Source: an optimization exercise on an open RTL-to-GDS flow (aim: small area, a short achievable clock period and few clock cycles per item). Production flows keep margins and buffers that such runs may drop.
The RTL was checked by simulation tests, not by an equivalence proof against the original design.
The clock port is modelled as an ideal driver, which makes a skipped or thinned clock tree look cheaper than it is; a real chip needs a root buffer or a tree.
Power is estimated from default activity; no workload was simulated.

## run 1
## fetch_top
module fetch_top #(
    parameter int LO_W    = 6,
    parameter int CREDITS = 2
) (
    input  logic        clk,
    input  logic        rst_n_i,
    input  logic        redirect_valid_i,
    input  logic [31:0] redirect_pc_i,
    input  logic        credit_return_i,
    input  logic [7:0]  mem_data_i,
    output logic        fetch_valid_o,
    output logic [31:0] fetch_pc_o,
    output logic [31:0] fetch_insn_o,
    output logic        mem_rd_o,
    output logic [31:0] mem_addr_o
);
For scale: ~75 flip-flops.
make LEC_CHECK=0 ABC_CLOCK_PERIOD_IN_PS=2400 CAP_MARGIN=20 CORE_MARGIN=2 CORE_UTILIZATION=40 SETUP_SLACK_MARGIN=4.6 SLEW_MARGIN=20 finish   # period 7.0 ns
run.sh (not shown) runs the stock make flow with config.mk's settings and CLKGATE_MAP_FILE= SYNTH_SCRIPT=/design/flow/synth_recipe.tcl, a recipe that flattens the netlist after the stock synthesis.
Run 1 finished end to end and its layout was clean on timing, DRC and antenna.
Testbench counts of run 1, summed over its fixed seeds: cycles 69,980, items 16,000.
Here is what was changed in the inputs of run 2 compared with run 1.
- a change of SETUP_SLACK_MARGIN from 4.6 to 4.55
- a deleted ABC_CLOCK_PERIOD_IN_PS that had been 2400
==> flow/flow/run.sh (new file) <==
#!/bin/bash
# standard layout with plain buf_1 port buffers and adjusted clock tree options
set -euo pipefail
export BUFFER_PORTS_ARGS="-buffer_cell sky130_fd_sc_hd__buf_1"
export CTS_ARGS="-sink_clustering_enable -repair_clock_nets -dont_use_dummy_load"
bash standard.sh > flow_standard.log 2>&1
==> flow/standard.sh (new file) <==
#!/bin/bash
# synth_recipe.tcl (not shown) runs the flow's synth.tcl, then flattens the netlist and writes it again
# the make line also repeats each setting of config.mk as NAME=value (left out here)
make -C /OpenROAD-flow-scripts/flow DESIGN_CONFIG=/design/flow/config.mk WORK_HOME=/design/flow/orfs CLKGATE_MAP_FILE= SYNTH_SCRIPT=/design/flow/synth_recipe.tcl "${@:-finish}"
removed: flow/run.sh
### Flow results
Total detailed-routing wirelength (lower): run 2. Power per standard cell area, run 2 and run 1, lower one = run 1. Compared with run 1, in run 2 hold slack fell by 0.016 ns; number of vias per cell now sits lower.
What run 3 does differently from run 2 at the input level:
- SETUP_SLACK_MARGIN: 4.55 -> 4.6
- ABC_CLOCK_PERIOD_IN_PS: unset -> 2400
diff --git a/flow/flow/run.sh b/flow/flow/run.sh
--- a/flow/flow/run.sh
+++ b/flow/flow/run.sh
@@ -5 +5 @@
-export CTS_ARGS="-sink_clustering_enable -repair_clock_nets -dont_use_dummy_load"
+export CTS_ARGS="-sink_clustering_enable -repair_clock_nets -dont_use_dummy_load -sink_clustering_size 80 -sink_clustering_max_diameter 400 -sink_clustering_levels 1"
--- outcome ---
- The run showing the smaller final area is run 2.
- Run 2 has a higher peak per-stage delay on the critical path than run 3.
- Number of violations reported at the end of detailed-routing iteration 0 went up by a few percent going from run 2 to run 3.
- Run 2 -> run 3: fmax increased by a few percent
- As far as count of plain and timing-repair buffers in the layout goes, run 3 and run 2 are indistinguishable; the numbers are identical.
Changes in run 4 relative to run 3:
- ABC_CLOCK_PERIOD_IN_PS: 2400 -> unset
==> flow/flow/run.sh <==
#!/bin/bash
# standard layout with plain buf_1 port buffers and adjusted clock tree options
set -euo pipefail
export BUFFER_PORTS_ARGS="-buffer_cell sky130_fd_sc_hd__buf_1"
export CTS_ARGS="-sink_clustering_enable -repair_clock_nets -dont_use_dummy_load"
bash standard.sh > flow_standard.log 2>&1
Run 4 reached the end of the flow, and the finished layout is clean on the timing, design-rule and antenna checks.
Run 3 → run 4: violation count after the first detailed-route iteration was more or less identical; share of the final layout cell area in multi-input gates was more or less identical; fraction of synthesized cell area in xor and xnor cells was more or less identical.
> inputs changed (run 4 -> run 5)
- an added ABC_CLOCK_PERIOD_IN_PS of 2400
diff --git a/flow/flow/run.sh b/flow/flow/run.sh
--- a/flow/flow/run.sh
+++ b/flow/flow/run.sh
@@ -5 +5 @@
-export CTS_ARGS="-sink_clustering_enable -repair_clock_nets -dont_use_dummy_load"
+export CTS_ARGS="-repair_clock_nets -dont_use_dummy_load -root_buf sky130_fd_sc_hd__clkbuf_16 -buf_list sky130_fd_sc_hd__clkbuf_16"
--- outcome ---
Areal power density over the cells was higher in the run labelled run 5.
Taking run 4 as the reference, in run 5 share of total power in sequential cells saw a decrease, cell count roughly the same, combinational power down about 0.6%.
Run 4 → run 5: share of power burned in combinational logic -1.5 points, final worst-path setup slack dropped 0.025 ns.
Run 5 gives more layout overhead on the synthesized area than run 4 did.
The clock power number comes out higher for run 5 vs run 4.

* * *

fetch_top again, from the RTL that the note above started with.
Design fetch_top, start of the top module:
module fetch_top #(
    parameter int LO_W    = 6,
    parameter int CREDITS = 2
) (
    input  logic        clk,
    input  logic        rst_n_i,
    input  logic        redirect_valid_i,
    input  logic [31:0] redirect_pc_i,
    input  logic        credit_return_i,
    input  logic [7:0]  mem_data_i,
    output logic        fetch_valid_o,
    output logic [31:0] fetch_pc_o,
    output logic [31:0] fetch_insn_o,
    output logic        mem_rd_o,
    output logic [31:0] mem_addr_o
);
export LEC_CHECK = 0
export ABC_CLOCK_PERIOD_IN_PS = 2000
export CAP_MARGIN = 20
export CORE_MARGIN = 2
export CORE_UTILIZATION = 40
export SETUP_SLACK_MARGIN = 4.65
export SLEW_MARGIN = 20
create_clock -name core_clock -period 7.0 [get_ports {clk}]
standard.sh (not shown) runs the stock make flow with config.mk's settings and CLKGATE_MAP_FILE= SYNTH_SCRIPT=/design/flow/synth_recipe.tcl, a recipe that flattens the netlist after the stock synthesis.
==> flow/flow/run.sh <==
#!/bin/bash
# standard layout with plain buf_1 port buffers and adjusted clock tree options
set -euo pipefail
export BUFFER_PORTS_ARGS="-buffer_cell sky130_fd_sc_hd__buf_1"
export CTS_ARGS="-sink_clustering_enable -repair_clock_nets -dont_use_dummy_load"
bash standard.sh > flow_standard.log 2>&1
Testbench counts at the start, summed over its fixed seeds: cycles 69,980, items 16,000.
Rerun with:
==> flow/flow/run.sh (replaced) <==
#!/bin/bash
# standard layout, with plain buf_1 port buffers instead of the default choice
set -euo pipefail
export BUFFER_PORTS_ARGS="-buffer_cell sky130_fd_sc_hd__buf_1"
bash standard.sh > flow_standard.log 2>&1
- ABC_CLOCK_PERIOD_IN_PS: 2000 -> 2400
- SETUP_SLACK_MARGIN: 4.65 -> 4.75
Outcome:
- design area climbs by 22%
- synthesized area does not change
- cell count grows by 8.4%
- fmax went up by 2.6%
- setup slack is better by 0.058 ns
Rerun with:
==> flow/flow/run.sh (replaced) <==
#!/bin/bash
# standard layout with plain buf_1 port buffers and adjusted clock tree options
set -euo pipefail
export BUFFER_PORTS_ARGS="-buffer_cell sky130_fd_sc_hd__buf_1"
export CTS_ARGS="-sink_clustering_enable -repair_clock_nets -dont_use_dummy_load"
bash standard.sh > flow_standard.log 2>&1
- ABC_CLOCK_PERIOD_IN_PS: 2400 -> not set
- GPL_TIMING_DRIVEN: not set -> 1
- SETUP_SLACK_MARGIN: 4.75 -> 4.6
Result:
- non-clock buffer count shrinks by 40
- power shrinks by about a fifth
- die area stays the same
- global-route usage shrinks by 1.9 points
- synthesized area does not change
- setup slack got worse by 0.082 ns
- final cell count shrinks by a little under a tenth

* * *

Starting RTL as in the previous note.
Settings: LEC_CHECK=0, CAP_MARGIN=20, CORE_MARGIN=2, CORE_UTILIZATION=40, SETUP_SLACK_MARGIN=4.7, SLEW_MARGIN=20; clock period 7.0 ns.
==> flow/flow/run.sh <==
#!/bin/bash
# standard layout with plain buf_1 port buffers and a one-level clock tree
set -euo pipefail
export BUFFER_PORTS_ARGS="-buffer_cell sky130_fd_sc_hd__buf_1"
export CTS_ARGS="-sink_clustering_enable -repair_clock_nets -dont_use_dummy_load"
export POST_CTS_TCL="$PWD/flow/post_cts.tcl"
bash standard.sh > flow_standard.log 2>&1
Other scripts of this flow, unchanged in this note and not shown: flow/flow/post_cts.tcl
The starting point completed with no timing, DRC or antenna violations.
Testbench counts at the start, summed over its fixed seeds: cycles 69,980, items 16,000.
Next try:
Settings changed: SETUP_SLACK_MARGIN 4.7 to 4.78.
What happened: Final cell count goes up by 6.5%; global-route usage goes up by 2.5 points; core utilization goes up by 7.8 points; design area goes up by 16%; clock power is about the same; flip-flop and latch count does not change; critical path depth is unchanged; die area does not change; worst setup slack gains 0.072 ns; synthesized area does not change; via count goes up by 7.2%.
Next try:
Settings changed: CORE_UTILIZATION 40 to 55, SETUP_SLACK_MARGIN 4.78 to 4.7.
Effect: Combinational power decreases by 33%. Core utilization grows by 11 points. Fmax fell by 5.3%. Final cell count shrinks by 11%. Routed wire length decreases by 12%.
Next try:
Settings changed: CAP_MARGIN 20 to 0, CORE_UTILIZATION 55 to 40, PLACE_DENSITY set to 0.8, SLEW_MARGIN 20 to 0.
Result: Routed wire length rises by 4.6%; total power is about the same; synthesized cell count is unchanged; sequential cell count is unchanged.
Next try:
Settings changed: CAP_MARGIN 0 to 20, PLACE_DENSITY 0.8 to unset, SETUP_SLACK_MARGIN 4.7 to 4.73, SLEW_MARGIN 0 to 20.
- routed wire length went up slightly
- synthesized cell count stays the same
- power hardly moves
- worst setup slack gains 0.022 ns
- sequential share of layout area falls by 0.68 points
- area after synthesis does not change
- via count shrinks slightly
- cell count grows slightly
- register-to-register slack gets better by 0.04 ns
- worst hold slack is about the same
No run of this note takes its clock network from TritonCTS; it comes from the design's own scripts or RTL.

* * *

Setup of run E:
fetch_top, a different RTL version from the one above (not shown whole).
Size in the first run: about 290 cells after synthesis, ~140 I/O pins.
==> flow/config.mk <==
export PLATFORM = sky130hd
export DESIGN_NAME = fetch_top
export DESIGN_NICKNAME = fetch_top
export VERILOG_FILES = /design/flow/design.v
export SDC_FILE = /design/flow/constraint.sdc
export NUM_CORES = 4
export LEC_CHECK = 0
export CAP_MARGIN = 20
export CORE_ASPECT_RATIO = 0.5
export CORE_MARGIN = 2
export CORE_UTILIZATION = 40
export PLACE_DENSITY = 0.8
export SETUP_SLACK_MARGIN = 4.7
export SLEW_MARGIN = 20
==> flow/constraint.sdc <==
create_clock -name core_clock -period 7.0 [get_ports {clk}]
set_input_delay 1.4000 -clock core_clock [delete_from_list [all_inputs] [get_ports {clk}]]
set_output_delay 1.4000 -clock core_clock [all_outputs]
set_load 0.01 [all_outputs]
Scripts as last shown in full above: flow/flow/run.sh
Other scripts of this flow, unchanged in this note and not shown: flow/flow/post_cts.tcl
Run E finished end to end and its layout was clean on timing, DRC and antenna.
Testbench counts of run E, summed over its fixed seeds: cycles 70,352, items 16,000.
Setup changes, run E to run Y
Settings: removing CORE_ASPECT_RATIO (formerly 0.5); changing SETUP_SLACK_MARGIN from 4.7 to 4.74.
## What came out
Run Y | stages: all done | timing, DRC, antenna: all pass
Run Y vs run E, post-detailed-routing wire length went down by 190 um.
From run E to run Y the numbers moved as follows: number of tap instances has increased; leakage power climbed about 18%; routing usage on met2 went down; largest fanout on the critical path has increased.
No run of this note takes its clock network from TritonCTS; it comes from the design's own scripts or RTL.

* * *

RTL: one of the versions met above, not the one the previous note started from.
For scale: about 300 cells after synthesis, ~140 I/O pins.
clock: 7.0 ns
lec_check: 0
cap_margin: 20
core_margin: 2
core_utilization: 40
setup_slack_margin: 4.72
slew_margin: 20
Scripts as last shown in full above: flow/flow/run.sh
Other scripts of this flow, unchanged in this note and not shown: flow/flow/post_cts.tcl
The first run completed with no timing, DRC or antenna violations.
Testbench counts at the start, summed over its fixed seeds: cycles 69,980, items 16,000.
Then changed:
--- a/flow/config.mk
+++ b/flow/config.mk
@@ -11 +11,2 @@
-export SETUP_SLACK_MARGIN = 4.72
+export PLACE_DENSITY = 0.92
+export SETUP_SLACK_MARGIN = 4.7
The changed run went through all stages and came out clean.
Design area fell slightly.
Worst hold slack stays flat.
Core utilization fell by 0.17 points.
Fmax fell slightly.
Synthesized area stays the same.
Worst setup slack gets worse by 0.015 ns.
Cell count rose slightly.
Then changed:
--- a/flow/config.mk
+++ b/flow/config.mk
@@ -11 +11 @@
-export PLACE_DENSITY = 0.92
+export PLACE_DENSITY = 0.8
=> Maximum frequency is higher by about 1.4%. Total power hardly moves. Global-route usage came out lower by 0.24 points. Critical path depth shrinks by 1. Routed wire length fell by 3.3%. Final cell count hardly moves. Synthesized cell count is unchanged. Via count rose by about 0.8%. Setup slack is better by 0.031 ns. Combinational power is lower by about 2%. Synthesized area stays the same.
No run of this note takes its clock network from TritonCTS; it comes from the design's own scripts or RTL.

==> what the ideal ports hide <==
Ports are ideal in the flow. The routed layouts listed here were re-timed in OpenROAD.
Step 1, drivers: a clkbuf_16 drives clk and a buf_2 each remaining input, both assumed.
Step 2 also shifts input and output timing later by t, the mid clock arrival at the registers, as if the neighbouring blocks saw the same clock.
Slacks: no drivers / after step 1 / after step 2; pairs: no drivers / after step 1.
| run | t (ns) | slack for setup (ns) | worst setup path at the end | worst register clock-pin slew, ns |
|---|---|---|---|---|
| run 1 | 0.368 | 4.639 / 4.610 / 4.407 | input to register | 0.09 / 0.09 |
| run 2 | 0.363 | 4.611 / 4.581 / 4.281 | input to register | 0.09 / 0.09 |
| run 3 | 0.363 | 4.667 / 4.637 / 4.395 | input to register | 0.09 / 0.09 |
| run 4 | 0.363 | 4.667 / 4.637 / 4.395 | input to register | 0.09 / 0.09 |
| run 5 | 0.357 | 4.642 / 4.607 / 4.341 | input to register | 0.07 / 0.07 |
| the first run of note 2 | 0.364 | 4.690 / 4.661 / 4.469 | input to register | 0.09 / 0.09 |
| the second run of note 2 | 0.374 | 4.749 / 4.719 / 4.471 | input to register | 0.09 / 0.09 |
| the third run of note 2 | 0.363 | 4.667 / 4.637 / 4.395 | input to register | 0.09 / 0.09 |
| the first run of note 3 | 0.221 | 4.768 / 4.785 / 4.576 | input to register | 0.12 / 0.12 |
| the second run of note 3 | 0.220 | 4.840 / 4.862 / 4.654 | input to register | 0.11 / 0.11 |
| the third run of note 3 | 0.217 | 4.719 / 4.739 / 4.522 | input to register | 0.11 / 0.11 |
| the fourth run of note 3 | 0.220 | 4.798 / 4.781 / 4.603 | input to register | 0.12 / 0.11 |
| the fifth run of note 3 | 0.216 | 4.820 / 4.819 / 4.636 | input to register | 0.11 / 0.11 |
| run E | 0.217 | 4.729 / 4.760 / 4.543 | input to register | 0.12 / 0.12 |
| run Y | 0.216 | 4.790 / 4.820 / 4.608 | input to register | 0.11 / 0.11 |
| the first run of note 5 | 0.220 | 4.782 / 4.810 / 4.590 | input to register | 0.11 / 0.11 |
| the second run of note 5 | 0.216 | 4.767 / 4.789 / 4.579 | input to register | 0.11 / 0.11 |
| the third run of note 5 | 0.220 | 4.798 / 4.781 / 4.603 | input to register | 0.12 / 0.11 |
After both steps every run listed still meets setup and hold. For run 2, which loses most, drivers alone change the setup slack by -0.030 ns; drivers and shift together by -0.330 ns.
